This design comes from an exercise in tuning for small area and few clock cycles on the open sky130 flow, not from production work. Only simulation tests tie the RTL to the original design; equivalence was not proved. No activity file was given, so power comes from the tool's default toggle rates. The clock port is modelled as an ideal driver; clocking choices that lean on that would not hold on a real chip.

Design bnn_rocc_accel, start of the top module:
module bnn_rocc_accel (
  input  wire                        clk_i,
  input  wire                        rst_n_i,
  input  wire                        en_i,
  input  wire                        rocc_cmd_v_i,
  input  wire bnn_pkg::rocc_cmd_t    rocc_cmd_data_i,
  output logic                       rocc_cmd_ready_o,
  output logic                       rocc_resp_v_o,
  output bnn_pkg::rocc_resp_t        rocc_resp_data_o,
  input  wire                        rocc_resp_ready_i,
  output logic                       rocc_mem_req_v_o,
  output bnn_pkg::mem_req_t          rocc_mem_req_data_o,
  input  wire                        rocc_mem_req_ready_i,
  input  wire                        rocc_mem_resp_v_i,
  input  wire bnn_pkg::mem_resp_t    rocc_mem_resp_data_i,
  output bnn_pkg::ctrl_out_t         rocc_ctrl_o,
  input  wire                        manycore_req_val_i,
  input  wire [bnn_pkg::XLEN-1:0]    manycore_req_msg_i,
  output logic                       manycore_req_rdy_o
);
For scale: ~520 I/O pins, about 29000 sq um of cells after synthesis.
clock: 10.0 ns
lec_check: 0
cap_margin: 20
core_margin: 2
core_utilization: 40
slew_margin: 20
standard.sh (not shown) runs the stock make flow with config.mk's settings and CLKGATE_MAP_FILE= SYNTH_SCRIPT=/design/flow/synth_recipe.tcl, a recipe that flattens the netlist after the stock synthesis.
==> flow/flow/run.sh <==
#!/bin/bash
# The standard layout with three changes:
# - synthesis leaves full adders to abc (no ADDER_MAP_FILE), so the popcount tree is mapped
#   for delay as a whole; the registers are the standard synthesis's, unchanged;
# - the port buffers are the smallest plain buffer; the resizer upsizes them where needed;
# - the clock tree uses larger sink clusters and no dummy loads.
set -euo pipefail
bash standard.sh ADDER_MAP_FILE= "BUFFER_PORTS_ARGS=-buffer_cell sky130_fd_sc_hd__buf_1" \
  "CTS_ARGS=-sink_clustering_enable -repair_clock_nets -sink_clustering_size 30 -sink_clustering_max_diameter 150 -dont_use_dummy_load" \
  finish > standard.log 2>&1
Testbench counts at the start, summed over its fixed seeds: cycles 14,970.
Then changed:
--- a/flow/flow/run.sh
+++ b/flow/flow/run.sh
@@ -9,2 +9,3 @@
   "CTS_ARGS=-sink_clustering_enable -repair_clock_nets -sink_clustering_size 30 -sink_clustering_max_diameter 150 -dont_use_dummy_load" \
+  SKIP_REPAIR_TIE_FANOUT=1 \
   finish > standard.log 2>&1
Setup slack gains 0.025 ns.
Sequential cell count does not change.
Power shrinks by 1.4%.
Wire length grows by 2.2%.
Sequential share of layout area grows by 0.68 points.
First-iteration DRC count shrinks by 5.9%.
Clock power is about the same.
Then changed:
==> flow/flow/run.sh (replaced) <==
#!/bin/bash
# The standard layout with two changes:
# - synthesis leaves full adders to abc (no ADDER_MAP_FILE), so the popcount tree is mapped
#   for delay as a whole; the registers are the standard synthesis's, unchanged;
# - the port buffers are the smallest plain buffer; the resizer upsizes them where needed.
set -euo pipefail
bash standard.sh ADDER_MAP_FILE= "BUFFER_PORTS_ARGS=-buffer_cell sky130_fd_sc_hd__buf_1" finish > standard.log 2>&1
Effect:
- setup slack improved by 0.017 ns
- routed wire length goes down by 0.49%
- count of clock-buffer cells in the layout grows by 60
Then changed:
==> flow/flow/run.sh (replaced) <==
#!/bin/bash
# The standard layout with four changes:
# - synthesis leaves full adders to abc (no ADDER_MAP_FILE), so the popcount tree is mapped
#   for delay as a whole; the registers are the standard synthesis's, unchanged;
# - the port buffers are the smallest plain buffer; the resizer upsizes them where needed;
# - the clock tree uses larger sink clusters and no dummy loads;
# - after global routing, gates off the critical paths are downsized (RECOVER_POWER).
set -euo pipefail
bash standard.sh ADDER_MAP_FILE= "BUFFER_PORTS_ARGS=-buffer_cell sky130_fd_sc_hd__buf_1" \
  "CTS_ARGS=-sink_clustering_enable -repair_clock_nets -sink_clustering_size 30 -sink_clustering_max_diameter 150 -dont_use_dummy_load" \
  RECOVER_POWER=100 \
  finish > standard.log 2>&1
Now the flow reached the layout checks and failed them: capacitance limit, slew limit.
Power decreases by 12%.
Wire length decreases by 1.6%.
Setup slack got worse by 0.045 ns.
Then changed:
==> flow/flow/run.sh (replaced) <==
#!/bin/bash
# The standard layout with two changes:
# - synthesis leaves full adders to abc (no ADDER_MAP_FILE), so the popcount tree is mapped
#   for delay as a whole; the registers are the standard synthesis's, unchanged;
# - the port buffers are the smallest plain buffer; the resizer upsizes them where needed.
set -euo pipefail
bash standard.sh ADDER_MAP_FILE= "BUFFER_PORTS_ARGS=-buffer_cell sky130_fd_sc_hd__buf_1" finish > standard.log 2>&1
- CORE_UTILIZATION: 40 -> 60
Outcome: With this change the flow produced a clean layout; routed wire length shrinks by 1.9%; critical path depth is higher by 1; die area decreases by 33%; clock power rose by about 90%.


## run A
Another version of the RTL of bnn_rocc_accel (not shown whole).
Size: about 520 I/O pins, roughly 27000 um2 of cells after synthesis.
Settings: LEC_CHECK=0, CAP_MARGIN=20, CORE_MARGIN=2, CORE_UTILIZATION=40, SLEW_MARGIN=20; clock period 10.0 ns.
==> flow/flow/run.sh <==
#!/bin/bash
# The standard layout with these changes:
# - synthesis maps only the first full-adder layer of the popcount tree (module bnn_pop_stage)
#   to full-adder cells, in the canonicalize step (flow/canon.tcl), and leaves the rest of the
#   tree to abc (no ADDER_MAP_FILE), so it is mapped for delay as a whole; the registers are
#   the standard synthesis's, unchanged;
# - the port buffers are the smallest plain buffer; the resizer upsizes them where needed;
# - the clock tree uses larger sink clusters and no dummy loads.
set -euo pipefail
here=$(pwd)
bash standard.sh ADDER_MAP_FILE= "SYNTH_CANONICALIZE_TCL=$here/flow/canon.tcl" \
  "BUFFER_PORTS_ARGS=-buffer_cell sky130_fd_sc_hd__buf_1" \
  "CTS_ARGS=-sink_clustering_enable -repair_clock_nets -sink_clustering_size 30 -sink_clustering_max_diameter 150 -dont_use_dummy_load" \
  finish > standard.log 2>&1
==> flow/flow/canon.tcl <==
# Canonicalize hook (SYNTH_CANONICALIZE_TCL): map the first popcount layer (module
# bnn_pop_stage) to full-adder cells; the rest of synthesis leaves full adders to abc.
yosys hierarchy -check -top $::env(DESIGN_NAME)
yosys select -module bnn_pop_stage
yosys proc
yosys opt -fast
yosys techmap
yosys opt -fast
yosys extract_fa
yosys techmap -map $::env(PLATFORM_DIR)/cells_adders_hd.v
yosys opt -fast -purge
yosys select -clear
Testbench counts of run A, summed over its fixed seeds: cycles 14,970.
[inputs] run B vs run A
Settings: GPL_TIMING_DRIVEN now 0, previously not set.
==> comparison <==
Sort run A and run B by post-route worst setup slack, descending, and run A comes first. [run B vs run A] sum of internal, switching and leakage power: lower in run B. Relative to run A, the final cell area reported for run B is higher.
## Diff of input files: run C against run B
Settings: clearing GPL_TIMING_DRIVEN, which used to be 0; swapping 40 for 55 in CORE_UTILIZATION; putting PLACE_DENSITY at 0.75 where nothing was set.
[summary]
In the tables for run C and run B, worst hold slack reads lower with run C.
Summary of the comparison: non-clock buffer share of cell area is lower in run C, relative to run B.
Run C and run B ended up with roughly the same worst-skew pair later-pin latency.
Looking at wire length of the first global-routing pass, run C sits 18 mm below run B.
Run C vs run B: final weighted congestion in routability-driven placement down by a few percent
When the final numbers for run C and run B were put side by side, the post-route minimum period turned out to be smaller in run C.
[compare] base=run B new=run C: total length of routed wires decreased about 16%; routed wire length on met3 decreased 1.4 mm.
Run C: share of final-layout standard cells stronger than drive strength 1 is 7.6 points lower than what run B reported.
Comparing run C with run B, the critical path data arrival time came out essentially unchanged.
Compared with run B, run C shows non-clock buffer count that has gone down by more than a quarter.
Modified inputs, run D compared to run C
Settings: PLACE_DENSITY: 0.75 -> unset; CORE_UTILIZATION: 55 -> 40; SLEW_MARGIN: 20 -> 5; CAP_MARGIN: 20 -> 5.
Findings:
- Compared with run C, in run D vertical extent of the die went up 17%; final critical-path setup slack shows an increase of 0.073 ns.
- Sum of net half-perimeters after detailed placement deteriorates in run D relative to run C.
- First-pass GRT wire length delta for run D relative to run C: 4.8% higher
- Of run C and run D, the run reporting the lower combinational group share of total power was run D.
- Taking run C as the reference, in run D maximum number of pins on one net before global-route repair was more or less identical; total core area went up by 19000 um2; global placement routability congestion went up by 0.022; slew at the pin closest to its max-slew limit went up by 0.027 ns; power consumption went down by about 1.6%.
- Final routed wirelength across all metal layers on run D is up relative to run C.
Modified inputs, run E compared to run D
Settings: CAP_MARGIN now 20, was 5; SLEW_MARGIN now 20, was 5.
diff --git a/flow/flow/run.sh b/flow/flow/run.sh
--- a/flow/flow/run.sh
+++ b/flow/flow/run.sh
@@ -11,4 +11,4 @@
 bash standard.sh ADDER_MAP_FILE= "SYNTH_CANONICALIZE_TCL=$here/flow/canon.tcl" \
   "BUFFER_PORTS_ARGS=-buffer_cell sky130_fd_sc_hd__buf_1" \
-  "CTS_ARGS=-sink_clustering_enable -repair_clock_nets -sink_clustering_size 30 -sink_clustering_max_diameter 150 -dont_use_dummy_load" \
+  "CTS_ARGS=-sink_clustering_enable -repair_clock_nets -sink_clustering_size 20 -sink_clustering_max_diameter 100 -dont_use_dummy_load" \
   finish > standard.log 2>&1
## What came out
Looking at signed area change from the synthesized netlist to the final layout, run E sits 1.3 points higher than run D does.
Clock network power share in run E is 2.9 points above run D.
Changes observed in run E relative to run D: cell count increased 14, worst hold slack decreased 0.0033 ns, total design power increased 3.5%, number of levels in the clock H-tree increased 1.
Summary — switching part of the total power, run E relative to run D: lower, by 0.55 points.
Between run E and run D, the maximum frequency does not differ in any meaningful way.
Re sequential share of layout area: run D was higher than run E.

-- separate check: timing with driven ports --
The flow's constraints put no driver on any port. The routed layouts listed below were extracted and timed again, unchanged, in two steps. Step 1: set_driving_cell puts a clkbuf_16 on clk_i and a buf_2 on each other input, an assumption about the parent block. Step 2 adds t to the input delays and takes it off the output delays; t is the mean of the earliest and latest rising clock arrival at the registers after step 1. Input paths then give back, and output paths get back, about the clock's delay inside the block. a / b / c = no drivers / after step 1 / after step 2; a / b = the first two.
run	t, ns	setup WS [ns]	hold slack, ns	latest minus earliest clock arrival (ns)	pins driven straight from the clock port
the first run of note 1	0.641	0.261 / 0.169 / 0.169	0.459 / 0.459 / 0.459	0.088 / 0.088	1
the second run of note 1	0.661	0.285 / 0.236 / 0.236	0.466 / 0.466 / 0.466	0.042 / 0.043	1
the third run of note 1	0.647	0.303 / 0.211 / 0.211	0.452 / 0.452 / 0.452	0.042 / 0.042	1
the fourth run of note 1	0.636	0.257 / 0.165 / 0.165	0.459 / 0.459 / 0.459	0.084 / 0.084	1
the fifth run of note 1	0.663	0.212 / 0.186 / 0.186	0.451 / 0.451 / 0.451	0.047 / 0.047	1
run A	0.651	0.317 / 0.241 / 0.241	0.456 / 0.456 / 0.456	0.064 / 0.064	1
run B	0.648	0.231 / 0.178 / 0.178	0.461 / 0.461 / 0.461	0.053 / 0.052	1
run C	0.637	0.245 / 0.224 / 0.224	0.456 / 0.456 / 0.456	0.085 / 0.085	1
run D	0.651	0.317 / 0.241 / 0.241	0.456 / 0.456 / 0.456	0.064 / 0.064	1
run E	0.615	0.329 / 0.253 / 0.253	0.452 / 0.452 / 0.452	0.043 / 0.042	1
